From an optimization exercise on the open Yosys and OpenROAD flow, aimed at small area and few clock cycles per item; shortcuts taken in it are not production practice.

// bfp_decomp
module bfp_decomp (
  input  logic        clk,
  input  logic        rst,
  input  logic [63:0] s_axis_tdata,
  input  logic [7:0]  s_axis_tkeep,
  input  logic        s_axis_tvalid,
  output logic        s_axis_tready,
  input  logic        s_axis_tlast,
  input  logic [31:0] s_axis_tuser,
  output logic [63:0] m_axis_tdata,
  output logic [7:0]  m_axis_tkeep,
  output logic        m_axis_tvalid,
  output logic        m_axis_tlast,
  output logic [31:0] m_axis_tuser,
  input  logic [3:0]  ctrl_ud_comp_meth,
  input  logic [3:0]  ctrl_ud_iq_width
);
  logic        in_pkt_q, last_in_q, bfp_q, expd_q;
  logic [3:0]  iqw_q, exp_q;
  logic [2:0]  k_q;           
  logic [3:0]  r_q;           
  logic [6:0]  sh_q;          
  logic [59:0] beat_q;        
  logic [63:0] din;
  logic [123:0] cat;
  logic        acc, want_acc;
  logic        f_bfp, f_w15, f_ext, f_xo, f_eop;
  logic [3:0]  f_e, f_r;
  logic [6:0]  f_sh;
  logic        k5, xneed, ge_w, ge_w2, ge_2, m_xo, m_ext, lastseen, rb_left, nx;
  logic        fits_x, take_x, m_eop, cap;
  logic [4:0]  dw;
  logic [4:0]  wq5;
  logic [4:0]  xa;
  logic [3:0]  e_x;
  logic [1:0]  csel;
  logic [3:0]  rr [4];
  logic [3:0]  r_nxt, e_nxt;
  logic        bfp, ext, xo, eop;
  logic [3:0]  iqw, e;
  logic [4:0]  w;
  logic [6:0]  sh;
  logic [63:0] v;
  logic [63:3] v_q;           
  logic [3:0]  e_q2;
  logic [4:0]  w2;
  logic [15:0] lo_keep, hi_fill;
  ...
clock: 8.0 ns
lec_check: 0
abc_area: 1
cap_margin: 5
core_margin: 2
core_utilization: 40
slew_margin: 5
standard.sh (not shown) runs the stock make flow with config.mk's settings and CLKGATE_MAP_FILE= SYNTH_SCRIPT=/design/flow/synth_recipe.tcl, a recipe that flattens the netlist after the stock synthesis.
==> flow/flow/run.sh <==
#!/bin/bash
# The standard layout (standard.sh), with two changes to how it is made:
#  - Yosys's ABC maps the logic with an area-oriented script (flow/abc_area.script,
#    used in place of ORFS's abc_area.script; ABC_AREA is 1). Registers are
#    mapped before ABC runs, so they are the standard synthesis's.
#  - the port buffers are sky130_fd_sc_hd__buf_1 cells.
# Each tool's output is in orfs/logs; standard.sh's own output in standard_flow.log.
set -euo pipefail
here=$(pwd)
rm -rf "$here/orfs_scripts"
cp -r "$FLOW_HOME/scripts" "$here/orfs_scripts"
cp "$here/flow/abc_area.script" "$here/orfs_scripts/abc_area.script"
export SCRIPTS_DIR="$here/orfs_scripts"
export BUFFER_PORTS_ARGS="-buffer_cell sky130_fd_sc_hd__buf_1"
bash standard.sh > standard_flow.log 2>&1
==> flow/flow/abc_area.script <==
strash
&get -n
&deepsyn -T 20
&put
dch
amap
topo
stime -c
Then changed:
- CAP_MARGIN: 5 -> 20
- SLEW_MARGIN: 5 -> 20
Effect: Sequential share of layout area stays the same; register-to-register slack stays flat; clock-buffer cell count is unchanged; fmax does not change; core utilization is unchanged; clock skew does not change; via count stays the same; final cell count stays the same.
No run of this note included a check of the RTL's function; only the layout flow was run.

run A:
Another version of the RTL of bfp_decomp (not shown whole).
Size in the first run: about 19000 sq um of cells after synthesis.
==> flow/config.mk <==
export PLATFORM = sky130hd
export DESIGN_NAME = bfp_decomp
export DESIGN_NICKNAME = bfp_decomp
export VERILOG_FILES = /design/flow/design.v
export SDC_FILE = /design/flow/constraint.sdc
export NUM_CORES = 4
export LEC_CHECK = 0
export ABC_AREA = 1
export CAP_MARGIN = 20
export CORE_MARGIN = 2
export CORE_UTILIZATION = 40
export SLEW_MARGIN = 20
==> flow/constraint.sdc <==
create_clock -name core_clock -period 8.0 [get_ports {clk}]
set_input_delay 1.6000 -clock core_clock [delete_from_list [all_inputs] [get_ports {clk}]]
set_output_delay 1.6000 -clock core_clock [all_outputs]
set_load 0.01 [all_outputs]
==> flow/flow/run.sh <==
#!/bin/bash
cp standard.sh standard_sh_copy.log
export BUFFER_PORTS_ARGS="-buffer_cell sky130_fd_sc_hd__buf_1"
bash standard.sh > standard_flow.log 2>&1
The following lists how run B was set up differently from run A:
==> flow/flow/run.sh <==
#!/bin/bash
# The standard layout (standard.sh), with two changes to how it is made:
#  - Yosys's ABC maps the logic with an area-oriented script (flow/abc_area.script,
#    used in place of ORFS's abc_area.script; ABC_AREA is 1). Registers are
#    mapped before ABC runs, so they are the standard synthesis's.
#  - the port buffers are sky130_fd_sc_hd__buf_1 cells.
# Each tool's output is in orfs/logs; standard.sh's own output in standard_flow.log.
set -euo pipefail
here=$(pwd)
rm -rf "$here/orfs_scripts"
cp -r "$FLOW_HOME/scripts" "$here/orfs_scripts"
cp "$here/flow/abc_area.script" "$here/orfs_scripts/abc_area.script"
export SCRIPTS_DIR="$here/orfs_scripts"
export BUFFER_PORTS_ARGS="-buffer_cell sky130_fd_sc_hd__buf_1"
bash standard.sh > standard_flow.log 2>&1
==> flow/flow/abc_area.script (new file) <==
strash
dch
amap
topo
stime -c
buffer -c
upsize -c
dnsize -c
Notes after the runs:
Going from run A to run B, count of cells along the worst register-to-register path shrinks by 14%. Final non-filler cell area for run B: 4.9% down relative to run A. Comparing run A and run B, number of vias per cell after detailed routing is higher on run B. The wire length of run B is lower than that of run A. Run B against run A: number of logic inverters in the finished layout went down. In the reports for run A and run B, the larger number of standard cells after synthesis belongs to run A.
--- input diff run B..run C ---
==> flow/flow/abc_area.script <==
strash
dch
amap
topo
stime -c
Run B ran to completion and came out clean on the timing, DRC and antenna checks. Run C: done, clean on timing, DRC and antenna. [compare] base=run B new=run C: overall routing resource usage has increased; sequential share of layout area held steady; non-clock buffer count lost about 1.9%. Top achievable clock speed (higher): run B. Cells: run C has fewer instances than run B. Run B vs run C, termination of the worst setup path: m_axis_tdata[59]$_DFF_P_ vs m_axis_tdata[58]$_DFF_P_. Row via count: run C lower / run B higher. Synthesis-to-layout area growth: run B and run C compared, lower one is run B.
No run of this note included a check of the RTL's function; only the layout flow was run.

-- what the ideal ports hide --
How much do the figures lean on ideal ports? The routed layouts below were timed once more, with nothing changed but the port constraints. Step 1 (the two cells are an assumption about what drives the block):
set clk [get_ports {clk}]
set_driving_cell -lib_cell sky130_fd_sc_hd__clkbuf_16 $clk
set_driving_cell -lib_cell sky130_fd_sc_hd__buf_2 [delete_from_list [all_inputs] $clk]
Step 2 also shifts input and output timing later by t, the mid clock arrival at the registers, as if the neighbouring blocks saw the same clock. Three values: ideal ports, drivers, drivers and shift; two values: the first two.
run | t, ns | slack for setup (ns) | worst setup path after step 2 | clock arrival spread, ns
the first run of note 1 | 0.522 | 0.231 / 0.174 / 0.221 | input to register | 0.015 / 0.015
the second run of note 1 | 0.522 | 0.231 / 0.174 / 0.221 | input to register | 0.015 / 0.015
run A | 0.545 | 1.040 / 1.075 / 0.530 | input to register | 0.022 / 0.022
run B | 0.520 | 0.242 / 0.274 / -0.245 | input to register | 0.012 / 0.013
run C | 0.561 | 0.192 / 0.216 / -0.345 | input to register | 0.018 / 0.018
With both steps, setup timing fails in run B and run C, where it was met with ideal ports. The setup slack of run C, which loses most, moves by +0.024 ns with the drivers and by -0.537 ns with both steps.
